What follows belongs to an exercise in optimizing a design on an open flow for small area, a short achievable clock period and few clock cycles per item; a production flow would make more cautious choices.
Function was checked by simulation only, so behaviour that the tests miss may differ from the original.

## flow/design.v (module list and top-level ports; edited modules follow where they fit)
// module chroma_fir_sum: 340 lines
// module chroma_fir_add: 8 lines
// module csc_lane_sum: 842 lines
// module csc_luma: 70 lines
// module csc_lane_clip: 17 lines
// module chroma_taps: 19 lines
// module yuv_to_rgb_top: 227 lines
module yuv_to_rgb_top (
	input logic Clock,
	input logic resetn,
	input logic in_valid,
	input csc_pkg::pixel_t in_y_even,
	input csc_pkg::pixel_t in_y_odd,
	input csc_pkg::pixel_t in_u,
	input csc_pkg::pixel_t in_v,
	output logic in_ready,
	output logic out_valid,
	output csc_pkg::word_t out_data,
	input logic out_credit
);
  // ...
==> flow/flow/run.sh <==
#!/bin/bash
# Own flow: the standard synthesis, then inverters around full adders removed
# (flow/fixinv.py, checked for equivalence with Yosys), then the standard
# layout with timing repair aiming past the clock period.
set -euo pipefail
MARGIN=5.8
R=orfs/results/sky130hd/yuv_to_rgb_top/base
bash standard.sh synth > synth.log 2>&1
cp $R/1_2_yosys.v yosys_before_fixinv.v.log
python3 flow/fixinv.py $R/1_2_yosys.v fixinv_out.v > fixinv.log 2>&1
LIB=$FLOW_HOME/platforms/sky130hd/lib/sky130_fd_sc_hd__tt_025C_1v80.lib
cat > fixinv_equiv.ys <<EOS
read_liberty -ignore_miss_func $LIB
read_verilog yosys_before_fixinv.v.log
rename $FLOW_TOP gold
read_verilog fixinv_out.v
rename $FLOW_TOP gate
hierarchy -check
flatten
rename -hide gold/w:_*
rename -hide gate/w:_*
async2sync
equiv_make gold gate eq
hierarchy -top eq
equiv_simple
equiv_induct
equiv_status -assert
EOS
if yosys -q -s fixinv_equiv.ys > fixinv_equiv.log 2>&1; then
  cp fixinv_out.v $R/1_2_yosys.v
  echo "fixinv: equivalent, netlist replaced" >> fixinv.log
else
  echo "fixinv: not proven equivalent, netlist kept" >> fixinv.log
fi
bash standard.sh SETUP_SLACK_MARGIN=$MARGIN "BUFFER_PORTS_ARGS=-buffer_cell sky130_fd_sc_hd__buf_4" finish > finish.log 2>&1
==> flow/flow/fixinv.py <==
#!/usr/bin/env python3
"""Removes inverters around full-adder cells in a flat gate-level netlist.

A full adder with every input inverted gives both outputs inverted:
FA(~a, ~b, ~c) = (~s, ~co). For each sky130 fa cell this pass weighs
flipping it: feed it the inverters' inputs instead of their outputs, and
invert its outputs (dropping inverters on their loads, or adding one where
a load needs the old polarity). A flip is made when it removes more
inverters than it adds. Registers and every other cell are left as they are.

usage: fixinv.py IN.v OUT.v
"""
import re
import sys

OUT_PINS = {"X", "Y", "Q", "Q_N", "SUM", "COUT", "HI", "LO"}
INV = "sky130_fd_sc_hd__inv_1"


def parse(path):
    lines = open(path).read().split("\n")
    head, cells, tail = [], {}, []
    order = []
    i = 0
    state = "head"
    cell_re = re.compile(r"^\s*(sky130_fd_sc_hd__\w+)\s+(\S+)\s*\($")
    pin_re = re.compile(r"^\s*\.(\w+)\((.*)\),?\s*$")
    while i < len(lines):
        ln = lines[i]
        m = cell_re.match(ln)
        if m:
            state = "cells"
            typ, name = m.group(1), m.group(2)
            pins = {}
            i += 1
            while not lines[i].strip().startswith(");"):
                pm = pin_re.match(lines[i])
                assert pm, lines[i]
                pins[pm.group(1)] = pm.group(2).strip()
                i += 1
            cells[name] = [typ, pins]
            order.append(name)
        elif ln.strip() == "endmodule":
            tail = lines[i:]
            break
        else:
            assert state == "head", ln
            head.append(ln)
        i += 1
    return head, cells, order, tail


def main(src, dst):
    head, cells, order, tail = parse(src)
    ports = set()
    for ln in head:
        m = re.match(r"^\s*(input|output)\s+(\[\d+:\d+\]\s+)?(\S+);", ln)
        if m:
            ports.add(m.group(3))

    def base(net):
        n = net.lstrip("\\").split("[")[0].strip()
        return n

    driver = {}
    loads = {}

    def rebuild():
        driver.clear()
        loads.clear()
        for name, (typ, pins) in cells.items():
            for p, n in pins.items():
                if p in OUT_PINS:
                    driver[n] = (name, p)
                else:
                    loads.setdefault(n, []).append((name, p))

    rebuild()
    newid = [0]
    new_wires = []

    def new_net():
        newid[0] += 1
        n = f"_fixinv_n{newid[0]}_"
        new_wires.append(n)
        return n

    def new_inv(a):
        y = new_net()
        newid[0] += 1
        name = f"_fixinv_c{newid[0]}_"
        cells[name] = [INV, {"A": a, "Y": y}]
        order.append(name)
        driver[y] = (name, "Y")
        loads.setdefault(a, []).append((name, "A"))
        return y

    def is_inv(name):
        t = cells[name][0]
        return "__inv_" in t or "__clkinv_" in t

    def special(net):
        return base(net) in ports or "'" in net

    def inv_of(net):
        # an existing inverter whose input is net
        for (c, p) in loads.get(net, []):
            if c in cells and is_inv(c) and p == "A" and not special(cells[c][1]["Y"]):
                return cells[c][1]["Y"]
        return None

    flips = 0
    removed = 0
    changed = True
    while changed:
        changed = False
        for name in list(order):
            if name not in cells:
                continue
            typ, pins = cells[name]
            if "__fa_" not in typ:
                continue
            ins = [pins["A"], pins["B"], pins["CIN"]]
            outs = [pins["SUM"], pins["COUT"]]
            if any(special(n) for n in ins + outs):
                continue
            gain = 0
            plan_in = []
            for pin in ("A", "B", "CIN"):
                x = pins[pin]
                d = driver.get(x)
                if d and is_inv(d[0]):
                    src = cells[d[0]][1]["A"]
                    solo = len(loads.get(x, [])) == 1
                    plan_in.append((pin, "src", src, d[0] if solo else None))
                    if solo:
                        gain += 1
                else:
                    e = inv_of(x)
                    plan_in.append((pin, "inv", x, e))
                    if e is None:
                        gain -= 1
            plan_out = []
            for pin in ("SUM", "COUT"):
                o = pins[pin]
                invl, other = [], []
                for (c, p) in loads.get(o, []):
                    if is_inv(c) and not special(cells[c][1]["Y"]):
                        invl.append(c)
                    else:
                        other.append((c, p))
                gain += len(invl)
                if other:
                    gain -= 1
                plan_out.append((pin, o, invl, other))
            if gain <= 0:
                continue
            # apply
            for pin, kind, x, extra in plan_in:
                if kind == "src":
                    pins[pin] = x
                    if extra is not None:
                        del cells[extra]
                        removed += 1
                else:
                    pins[pin] = extra if extra is not None else new_inv(x)
                rebuild()
            for pin, o, invl, other in plan_out:
                for j in invl:
                    oj = cells[j][1]["Y"]
                    for (c, p) in loads.get(oj, []):
                        cells[c][1][p] = o
                    del cells[j]
                    removed += 1
                rebuild()
                if other:
                    y = new_inv(o)
                    for (c, p) in other:
                        if c in cells:
                            cells[c][1][p] = y
                rebuild()
            flips += 1
            changed = True

    with open(dst, "w") as f:
        for ln in head:
            f.write(ln + "\n")
        for w in new_wires:
            f.write(f"  wire {w};\n")
        for name in order:
            if name not in cells:
                continue
            typ, pins = cells[name]
            f.write(f"  {typ} {name} (\n")
            items = list(pins.items())
            for k, (p, n) in enumerate(items):
                nn = n + " " if n.startswith("\\") else n
                f.write(f"    .{p}({nn}){',' if k + 1 < len(items) else ''}\n")
            f.write("  );\n")
        for ln in tail:
            f.write(ln + "\n")
    n_inv = sum(1 for c in cells.values() if "__inv_" in c[0] or "__clkinv_" in c[0])
    print(f"fixinv: {flips} adders flipped, inverters now {n_inv}, removed {removed}, added {newid[0] // 2}")


if __name__ == "__main__":
    main(sys.argv[1], sys.argv[2])
==> flow/standard.sh <==
#!/bin/bash
# synth_recipe.tcl (not shown) runs the flow's synth.tcl, then flattens the netlist and writes it again
# the make line also repeats each setting of config.mk as NAME=value (left out here)
make -C /OpenROAD-flow-scripts/flow DESIGN_CONFIG=/design/flow/config.mk WORK_HOME=/design/flow/orfs CLKGATE_MAP_FILE= SYNTH_SCRIPT=/design/flow/synth_recipe.tcl "${@:-finish}"
==> flow/config.mk <==
export PLATFORM = sky130hd
export DESIGN_NAME = yuv_to_rgb_top
export DESIGN_NICKNAME = yuv_to_rgb_top
export VERILOG_FILES = /design/flow/design.v
export SDC_FILE = /design/flow/constraint.sdc
export NUM_CORES = 4
export LEC_CHECK = 0
export CAP_MARGIN = 20
export CORE_MARGIN = 2
export CORE_UTILIZATION = 65
export CTS_BUF_LIST = sky130_fd_sc_hd__clkbuf_8
export CTS_CLUSTER_DIAMETER = 60
export CTS_CLUSTER_SIZE = 20
export SETUP_SLACK_MARGIN = 5
export SLEW_MARGIN = 20
==> flow/constraint.sdc <==
create_clock -name core_clock -period 9.0 [get_ports {Clock}]
set_input_delay 1.8000 -clock core_clock [delete_from_list [all_inputs] [get_ports {Clock}]]
set_output_delay 1.8000 -clock core_clock [all_outputs]
set_load 0.01 [all_outputs]
==> key figures, run 1 <==
Final layout
  • Multi-input combinational area share: 48.47%
  • ANT cells: 1
  • Invs w/o clock: 375
  • Multi-input gate area: ~15000 sq um
  • FFs & Latches: around 370
  • Layout clock buffer count: 35

Detailed routing
  • WL final: 71400 um
  • WL/cell: ~22 um
  • Met2 wire length: between 30000 and 40000 um
  • Initial DRC Count: around 2200

CTS
  • CTS sink cnt: between 300 and 400
  • Largest buffer count on any clock path: 3

Run status
  • Status: timing/DRC/antenna clean

Critical path
  • Slowest stage delay, CP: 520 ps
  • Crit. End Element: register
  • Worst r2r src: ub1[0]$_DFFE_PP_

STA
  • Worst hold slack: 533.9 ps
  • Final Skew: 36.78 ps
  • Fin worst setup slack: 5685 ps
  • Setup Total Neg Slack: 0 ps

Global route
  • Largest net degree at the start of global routing: 80

Flow run
  • Max_cap viols: 0

Logic synthesis
  • Post-synth design cell area: 27040 sq um
Testbench counts, summed over its fixed seeds: cycles 4,680, pairs 1,536.
==> run 2, diff against run 1 <==
--- a/flow/config.mk
+++ b/flow/config.mk
@@ -9,7 +9,7 @@
 export CORE_MARGIN = 2
 export CORE_UTILIZATION = 65
 export CTS_BUF_LIST = sky130_fd_sc_hd__clkbuf_8
-export CTS_CLUSTER_DIAMETER = 60
-export CTS_CLUSTER_SIZE = 20
+export CTS_CLUSTER_DIAMETER = 55
+export CTS_CLUSTER_SIZE = 17
 export SETUP_SLACK_MARGIN = 5
 export SLEW_MARGIN = 20
==> run 2 against run 1 <==
  * Still clean on timing, DRC and antenna
  * Cell area rose by 0.52%
  * Cell count rose by 0.35%
  * Synthesized area did not move
  * Wire length rose by 0.88%
==> key figures, run 2 <==
Run status
  • Status: timing/DRC/antenna clean

STA
  • RSZ-0062 raised after global routing: true
  • Max-slew headroom: roughly a third
  • Final hold vios: 0
  • Slew Viols, Final: 0
  • Worst hold slack: 535.1 ps (+1.192 ps)
  • Crit path time final: roughly 3400 ps
  • Crit share post-route: about 37%
  • Worst-Margin Slew: 1014 ps
  • Final Skew: 56.31 ps (+19.52 ps)
  • Maximum achievable frequency: ~0.30 GHz
  • Setup Total Neg Slack: 0 ps (unchanged)
  • Final Setup Violations: 0

Critical path
  • WP data arrival: 3740 ps
  • Crit start category: register
  • CP cell instances: inv_1 > fa_1 > fa_1 > fa_1 > ha_1 > nor2b_1 > o21ai_1 > nand2b_1 > a221oi_2 > o21ai_1
  • Critical-path top delay cell: fa_1
  • CP most frequent cell: fa_1
  • Slowest stage delay, CP: 550 ps (+30 ps)
  • Crit. End Element: register
  • Crit path kind: register to register
  • CP required: 9380 ps
  • CP delay by family, top: adder cells
  • WP buf/inv: 1
  • Maximum fanout along the worst path: 3

Floorplanning
  • Die Ht: 208.0 um
  • Full die area: 43250 sq um
  • Die width: 208.0 um
  • Top Ports: 54
  • Cell Rows: 74
  • Initial core utilization: 66.07%
  • Core area: 40920 sq um

Detailed routing
  • Initial DRC Count: 2346 (+7.5%)
  • Met1 WL: 27110 um
  • Met2 wire length: 35360 um (-0.27%)
  • WL/cell: 22.60 um (+0.54%)
  • Top sig layer: met5
  • First-pass detailed-route iteration total: 9
  • Via/cell ratio: between 6 and 7
  • Vias post-DR: a little under 20000
  • Met3 WL: between 5000 and 6000 um
  • DRC violations left: 0
  • WL final: 72030 um (+0.88%)
  • Routed Antenna Nets: 0

Placed design
  • IO Port Bufs: 53
  • DP Area: roughly 28000 sq um
  • DPL Wire Length: 50380 um
  • Routability Congestion: 0.9577

Final layout
  • Final Cell Area: 30320 sq um
  • Layout area overhead: 12.11%
  • Layout cells sized above 1: 15.26%
  • Fillers: 2891
  • Commonest non-fill, non-tap cells in the layout: edfxtp_1 (347), inv_1 (346), nand2_1 (280)
  • Final net count: 3109
  • Commonest non-fill, non-tap cell in the layout: edfxtp_1

Flow run
  • Max_cap viols: 0 (unchanged)

Global route
  • First-pass GRT wire length: 109800 um
  • Largest net degree at the start of global routing: 80 (unchanged)
  • Number of antenna violations at the first check in global routing: 3
  • Remaining Overflow, GRT: 0
  • All-Layer GR Usage: 33.30%
  • Vias in the first global route: 19760

CTS
  • Clock Tree Root: clkbuf_8
  • CTS Hold Bufs: 0
  • H-tree lvl count: 2
  • Largest buffer count on any clock path: 3 (unchanged)
  • CTS sink cnt: 373 (unchanged)
  • Worst-Skew Late Latency: 670 ps
  • Reg clk slew, reported paths: ~100 ps
  • CTS tree: done
  • CTS Buf Count: 37

Hold path
  • Hold Path Class: register to register

Logic synthesis
  • Post-synth design cell area: 27040 sq um (unchanged)
  • Syn nets: between 2000 and 3000
  • Yosys warnings: 3
  • Mean cell area of the mapped netlist: 10.85 sq um
  • Post-synthesis cell count: 2491
## run 2: worst paths after layout
path                                  start                 end  slack [ps]  cells past startpoint
setup / recovery           p1[11]$_DFFE_PP_    pg2[0]$_DFFE_PP_        5640                     10
hold / removal             wpar$_DFFE_PN0P_    wpar$_DFFE_PN0P_         540                      1
min in group asynchronous            resetn  kov[3]$_DFFE_PN0P_        1020                      1
hold reg to reg            wpar$_DFFE_PN0P_    wpar$_DFFE_PN0P_         540                      1
setup reg to reg           p1[11]$_DFFE_PP_    pg2[0]$_DFFE_PP_        5640                     10
max in group asynchronous            resetn   cred[2]$_DFF_PN1_        7610                      1
## run 2: repair_timing
| action | 4_1_cts | 5_1_grt |
|---|---|---|
| cloned | 0 | 1 |
| buffers inserted | 74 | 37 |
| gates resized for setup | 55 | 67 |
| pin swaps | 29 | 37 |
| setup endpoints to repair | 25 | 40 |
## run 2: layer usage
metal	vias up	track usage, %
met5	-	0
met4	4	17.19
met3	196	4.996
met2	946	55.96
met1	9577	42.21
li1	8910	-
## run 2: layout make-up
class	count	area, sq um	area share, %
multi-input cells	1653	14670	48.39
repair buffers	185	1519	5.011
clock buffers	38	523.0	1.725
inverters	375	1448	4.775
well taps	532	665.6	2.196
flip-flops and latches	373	11090	36.58
diodes	1	2.502	0.008255
clock inverters	30	397.9	1.312
## run 2: stage by stage
| stage | std cells | setup WS (ps) | utilization, % |
|---|---|---|---|
| final | 3187 | 5638 | 74.08 |
| after global routing | 3186 | 5535 | 74.07 |
| after detailed placement | 3006 | 5268 | 68.53 |
| after global placement | 3005 | 5310 | 68.49 |
| after floorplan | 2491 | 5620 | - |
| after CTS | 3148 | 5642 | 72.59 |
==> run 3, diff against run 2 <==
--- a/flow/config.mk
+++ b/flow/config.mk
@@ -9,7 +9,8 @@
 export CORE_MARGIN = 2
 export CORE_UTILIZATION = 65
 export CTS_BUF_LIST = sky130_fd_sc_hd__clkbuf_8
-export CTS_CLUSTER_DIAMETER = 55
-export CTS_CLUSTER_SIZE = 17
+export CTS_CLUSTER_DIAMETER = 50
+export CTS_CLUSTER_SIZE = 14
+export PLACE_DENSITY = 0.7
 export SETUP_SLACK_MARGIN = 5
 export SLEW_MARGIN = 20
==> run 3 against run 2 <==
  * Clock skew shrank 6.8 ps
  * Critical path type unchanged
  * Register-to-register slack is essentially flat
  * Synthesized area is the same
  * Cell area shrank 0.25%
  * Wire length shrank 0.34%
  * Still clean
==> key figures, run 3 <==
Detailed routing
  • Vias post-DR: 19580 (-0.28%)
  • WL final: 71790 um (-0.34%)
  • WL/cell: 22.51 um (-0.40%)
  • Routed Antenna Nets: 0 (unchanged)
  • Via/cell ratio: 6.140 (-0.34%)
  • Initial DRC Count: 2150 (-8.4%)
  • First-pass detailed-route iteration total: 9 (unchanged)
  • DRC violations left: 0 (unchanged)

Global route
  • Remaining Overflow, GRT: 0 (unchanged)
  • Largest net degree at the start of global routing: 80 (unchanged)
  • First-pass GRT wire length: 110000 um (+0.15%)
  • All-Layer GR Usage: 33.31% (about the same)
  • Number of antenna violations at the first check in global routing: 3 (unchanged)
  • Vias in the first global route: 19860 (+0.53%)

Run status
  • Status: timing/DRC/antenna clean

Critical path
  • Critical-path top delay cell: fa_1
  • CP delay by family, top: adder cells
  • CP most frequent cell: fa_1
  • Crit. End Element: register
  • Maximum fanout along the worst path: 3 (unchanged)
  • CP required: 9400 ps (+20 ps)
  • Crit start category: register
  • Crit path kind: register to register
  • WP buf/inv: 1 (unchanged)
  • Slowest stage delay, CP: 530 ps (-20 ps)
  • CP cell instances: buf_4 > fa_1 > fa_1 > fa_1 > a211oi_1 > o21ai_0 > maj3_2 > maj3_2
  • WP data arrival: 3750 ps (about the same)

Final layout
  • Commonest non-fill, non-tap cells in the layout: inv_1 (351), edfxtp_1 (347), nand2_1 (280)
  • Layout area overhead: 11.84%
  • Layout cells sized above 1: 15.07% (-0.19 points)
  • Commonest non-fill, non-tap cell in the layout: inv_1
  • Final net count: 3104 (-0.16%)
  • Fillers: 2918 (+0.93%)

Logic synthesis
  • Post-synth design cell area: 27040 sq um (unchanged)
  • Mean cell area of the mapped netlist: 10.85 sq um (unchanged)
  • Post-synthesis cell count: 2491 (unchanged)
  • Syn nets: 2975 (unchanged)
  • Yosys warnings: 3 (unchanged)

CTS
  • Worst-Skew Late Latency: 680 ps (about the same)
  • Clock Tree Root: clkbuf_8
  • CTS sink cnt: 373 (unchanged)
  • CTS Buf Count: 45 (+22%)
  • H-tree lvl count: 2 (unchanged)
  • CTS tree: done
  • Reg clk slew, reported paths: 90 ps (about the same)
  • CTS Hold Bufs: 0 (unchanged)
  • Largest buffer count on any clock path: 3 (unchanged)

Placed design
  • IO Port Bufs: 53 (unchanged)
  • Routability Congestion: 0.9577 (unchanged)
  • Pre-CTS setup slack: 5268 ps (unchanged)
  • DPL Wire Length: 50380 um (unchanged)

Floorplanning
  • Full die area: 43250 sq um (unchanged)
  • Top Ports: 54 (unchanged)
  • Die Ht: 208.0 um (unchanged)
  • Die width: 208.0 um (unchanged)
  • Core area: 40920 sq um (unchanged)
  • Initial core utilization: 66.07% (unchanged)
  • Cell Rows: 74 (unchanged)

STA
  • Final Setup Violations: 0 (unchanged)
  • Fin worst setup slack: 5649 ps (+11.88 ps)
  • Setup Total Neg Slack: 0 ps (unchanged)
  • Crit path time final: 3351 ps (-11.88 ps)
  • Worst hold slack: 531.4 ps (-3.729 ps)
  • Max-slew headroom: 31.25% (-1.1 points)
  • Worst-Margin Slew: 1031 ps (+17.25 ps)
  • Crit share post-route: 37.23% (-0.13 points)
  • Maximum achievable frequency: 0.2985 GHz (+0.35%)
  • Final Skew: 49.48 ps (-6.825 ps)
  • RSZ-0062 raised after global routing: true
  • Final hold vios: 0 (unchanged)
  • Slew Viols, Final: 0 (unchanged)

Flow run
  • Max_cap viols: 0 (unchanged)

Hold path
  • Hold Path Class: register to register
-- run 3: per-stage QoR --
stage               utilization (%)  instance area (sq um)  std cells
floorplan                         -                  27100       2491
global placement              68.49                  28030       3005
detailed placement            68.53                  28040       3006
CTS                           72.79                  29790       3161
global route                  73.88                  30240       3187
finish                        73.89                  30240       3189
-- run 3: path summary, 6_finish.rpt --
kind | startpoint | end | slack (ps) | depth (start not counted)
max | pre_u[20]$_DFFE_PP_ | fcs[0]$_DFFE_PP_ | 5650 | 8
min | oiss$_DFFE_PN0N_ | t1[0]$_DFFE_PN0N_ | 530 | 1
max reg2reg | pre_u[20]$_DFFE_PP_ | fcs[0]$_DFFE_PP_ | 5650 | 8
min reg2reg | oiss$_DFFE_PN0N_ | t1[0]$_DFFE_PN0N_ | 530 | 1
max in group asynchronous | resetn | cred[2]$_DFF_PN1_ | 7620 | 1
min in group asynchronous | resetn | kov[3]$_DFFE_PN0P_ | 1020 | 1
-- run 3: repair_timing --
item | in CTS | in global routing
setup endpoints to repair | 24 | 42
setup buffers | 73 | 26
resized for setup | 55 | 60
pin swaps | 33 | 37
-- run 3: per-layer routing --
metal,vias to the layer above,wire length (um),global-route usage [%]
met1,9470,27120,41.76
li1,8900,-,-
met5,-,23,0
met3,239,5774,6.068
met4,4,4228,17.02
met2,966,34640,55.77
-- run 3: cell type report --
type	count	area (sq um)	area share [%]
Clock buffer	46	633.1	2.094
Clock inverter	36	355.3	1.175
Tap cell	532	665.6	2.201
Antenna cell	2	5.005	0.01655
Multi-Input combinational cell	1653	14650	48.45
Inverter	375	1448	4.787
Timing Repair Buffer	172	1393	4.605
Sequential cell	373	11090	36.67
==> run 4, diff against run 3 <==
--- a/flow/config.mk
+++ b/flow/config.mk
@@ -11,6 +11,5 @@
 export CTS_BUF_LIST = sky130_fd_sc_hd__clkbuf_8
 export CTS_CLUSTER_DIAMETER = 50
 export CTS_CLUSTER_SIZE = 14
-export PLACE_DENSITY = 0.7
 export SETUP_SLACK_MARGIN = 5
 export SLEW_MARGIN = 20
==> run 4 against run 3 <==
  * Wire length unchanged
  * Count of clock-buffer cells in the layout unchanged
  * Critical path type unchanged
  * Sequential share of layout area unchanged
  * Die area is the same
  * Worst hold slack is the same
  * First-iteration DRC count unchanged
  * Critical path depth is the same
  * Synthesized area unchanged
==> key figures, run 4 <==
Final layout
  • Layout area overhead: 11.84% (unchanged)
  • Final net count: 3104 (unchanged)
  • Commonest non-fill, non-tap cell in the layout: inv_1
  • Commonest non-fill, non-tap cells in the layout: inv_1 (351), edfxtp_1 (347), nand2_1 (280)
  • Fillers: 2918 (unchanged)
  • Layout cells sized above 1: 15.07% (unchanged)

Critical path
  • WP data arrival: 3750 ps (about the same)
  • Worst r2r src: pre_u[20]$_DFFE_PP_
  • Critical Path End: fcs[0]$_DFFE_PP_
  • Maximum fanout along the worst path: 3 (unchanged)
  • Reg-to-reg setup timing slack: 5650 ps (about the same)
  • Crit start category: register
  • R2r worst-path depth: 8 (unchanged)
  • Crit path from: pre_u[20]$_DFFE_PP_
  • Crit path kind: register to register
  • CP required: 9400 ps (about the same)
  • Crit. End Element: register
  • Reg-to-Reg End: fcs[0]$_DFFE_PP_

Detailed routing
  • Routed Antenna Nets: 0 (unchanged)
  • Vias post-DR: 19580 (unchanged)
  • WL final: 71790 um (unchanged)
  • DRC violations left: 0 (unchanged)
  • WL/cell: 22.51 um (unchanged)
  • First-pass detailed-route iteration total: 9 (unchanged)
  • Via/cell ratio: 6.140 (unchanged)
  • Met3 WL: 5774 um (unchanged)
  • Met2 wire length: 34640 um (unchanged)
  • Top sig layer: met5
  • Met1 WL: 27120 um (unchanged)
  • Initial DRC Count: 2150 (unchanged)

Logic synthesis
  • Mean cell area of the mapped netlist: 10.85 sq um (unchanged)
  • Post-synthesis cell count: 2491 (unchanged)
  • Yosys warnings: 3 (unchanged)
  • Post-synth design cell area: 27040 sq um (unchanged)
  • Syn nets: 2975 (unchanged)

Floorplanning
  • Initial core utilization: 66.07% (unchanged)
  • Top Ports: 54 (unchanged)
  • Die Ht: 208.0 um (unchanged)
  • Core area: 40920 sq um (unchanged)
  • Die width: 208.0 um (unchanged)
  • Full die area: 43250 sq um (unchanged)
  • Cell Rows: 74 (unchanged)

Hold path
  • Hold Path Class: register to register
  • Hold Crit Start: oiss$_DFFE_PN0N_

CTS
  • CTS sink cnt: 373 (unchanged)
  • CTS tree: done
  • CTS Hold Bufs: 0 (unchanged)
  • Largest buffer count on any clock path: 3 (unchanged)
  • CTS Buf Count: 45 (unchanged)
  • H-tree lvl count: 2 (unchanged)
  • Reg clk slew, reported paths: 90 ps (about the same)
  • Clock Tree Root: clkbuf_8
  • Worst-Skew Late Latency: 680 ps (about the same)

STA
  • Final Skew: 49.48 ps (unchanged)
  • Final Setup Violations: 0 (unchanged)
  • Final hold vios: 0 (unchanged)
  • Crit share post-route: 37.23% (unchanged)
  • Crit path time final: 3351 ps (unchanged)
  • Setup Total Neg Slack: 0 ps (unchanged)
  • RSZ-0062 raised after global routing: true
  • Worst-Margin Slew: 1031 ps (unchanged)
  • Slew Viols, Final: 0 (unchanged)
  • Maximum achievable frequency: 0.2985 GHz (unchanged)
  • Max-slew headroom: 31.25% (unchanged)

Global route
  • First-pass GRT wire length: 110000 um (unchanged)
  • All-Layer GR Usage: 33.31% (unchanged)
  • Largest net degree at the start of global routing: 80 (unchanged)
  • Vias in the first global route: 19860 (unchanged)
  • Number of antenna violations at the first check in global routing: 3 (unchanged)
  • Remaining Overflow, GRT: 0 (unchanged)

Placed design
  • DPL Wire Length: 50380 um (unchanged)
  • IO Port Bufs: 53 (unchanged)
  • Routability Congestion: 0.9577 (unchanged)

Run status
  • Status: timing/DRC/antenna clean

Flow run
  • Max_cap viols: 0 (unchanged)
run 4: layer usage:
| layer | global-route usage, % | vias to the layer above |
|---|---|---|
| met1 | 41.76 | 9470 |
| met3 | 6.068 | 239 |
| met5 | 0 | - |
| li1 | - | 8900 |
| met2 | 55.77 | 966 |
| met4 | 17.02 | 4 |
run 4: what timing repair did:
item	CTS	global route
resized for setup	55	60
endpoints found under the setup margin	24	42
pin swaps	33	37
buffers inserted	73	26
run 4: layout make-up:
cell class	instances	area (sq um)	area share (%)
well taps	532	665.6	2.201
diodes	2	5.005	0.01655
clock inverters	36	355.3	1.175
flip-flops and latches	373	11090	36.67
inverters	375	1448	4.787
clock buffers	46	633.1	2.094
repair buffers	172	1393	4.605
multi-input cells	1653	14650	48.45
run 4: critical path, stage by stage (launching register included):
cell      delay [ps]
edfxtp_1         430
buf_4            160
fa_1             480
fa_1             530
fa_1             510
a211oi_1         240
o21ai_0          140
maj3_2           320
maj3_2           290
run 4: through the flow:
stage	instance area [sq um]	utilization (%)	std cells	setup WS [ps]	hold slack, ps
floorplan	27100	-	2491	5620	468.6
global placement	28030	68.49	3005	5310	498.5
detailed placement	28040	68.53	3006	5268	500.6
CTS	29790	72.79	3161	5660	513.1
global route	30240	73.88	3187	5520	556.3
finish	30240	73.89	3189	5649	531.4
run 4: how the worst min path moves through the flow:
stage	to	slack (ps)	cells past startpoint
after floorplan	t1[1]$_DFFE_PN0N_	470	2
after global placement	t1[0]$_DFFE_PN0N_	500	1
after detailed placement	t1[0]$_DFFE_PN0N_	500	1
after CTS	t1[0]$_DFFE_PN0N_	510	1
after global routing	t1[0]$_DFFE_PN0N_	560	1
final	t1[0]$_DFFE_PN0N_	530	1

[separate check: timing with driven ports]
Ports are ideal in the flow. The routed layouts listed here were re-timed in OpenROAD.
Step 1 sets driving cells, clkbuf_16 on the clock port and buf_2 on the other inputs (assumed; they add their load-dependent delay and slew).
Step 2 also shifts input and output timing later by t, the mid clock arrival at the registers, as if the neighbouring blocks saw the same clock.
Three values: no drivers, after step 1, after step 2; two values: the first two.
run | t, ns | setup slack, ns | latest minus earliest clock arrival (ns)
run 1 | 0.669 | 5.685 / 5.685 / 5.685 | 0.046 / 0.045
run 2 | 0.698 | 5.638 / 5.638 / 5.638 | 0.061 / 0.060
run 3 | 0.707 | 5.649 / 5.649 / 5.649 | 0.050 / 0.050
run 4 | 0.707 | 5.649 / 5.649 / 5.649 | 0.050 / 0.050
After both steps every run listed still meets setup and hold.
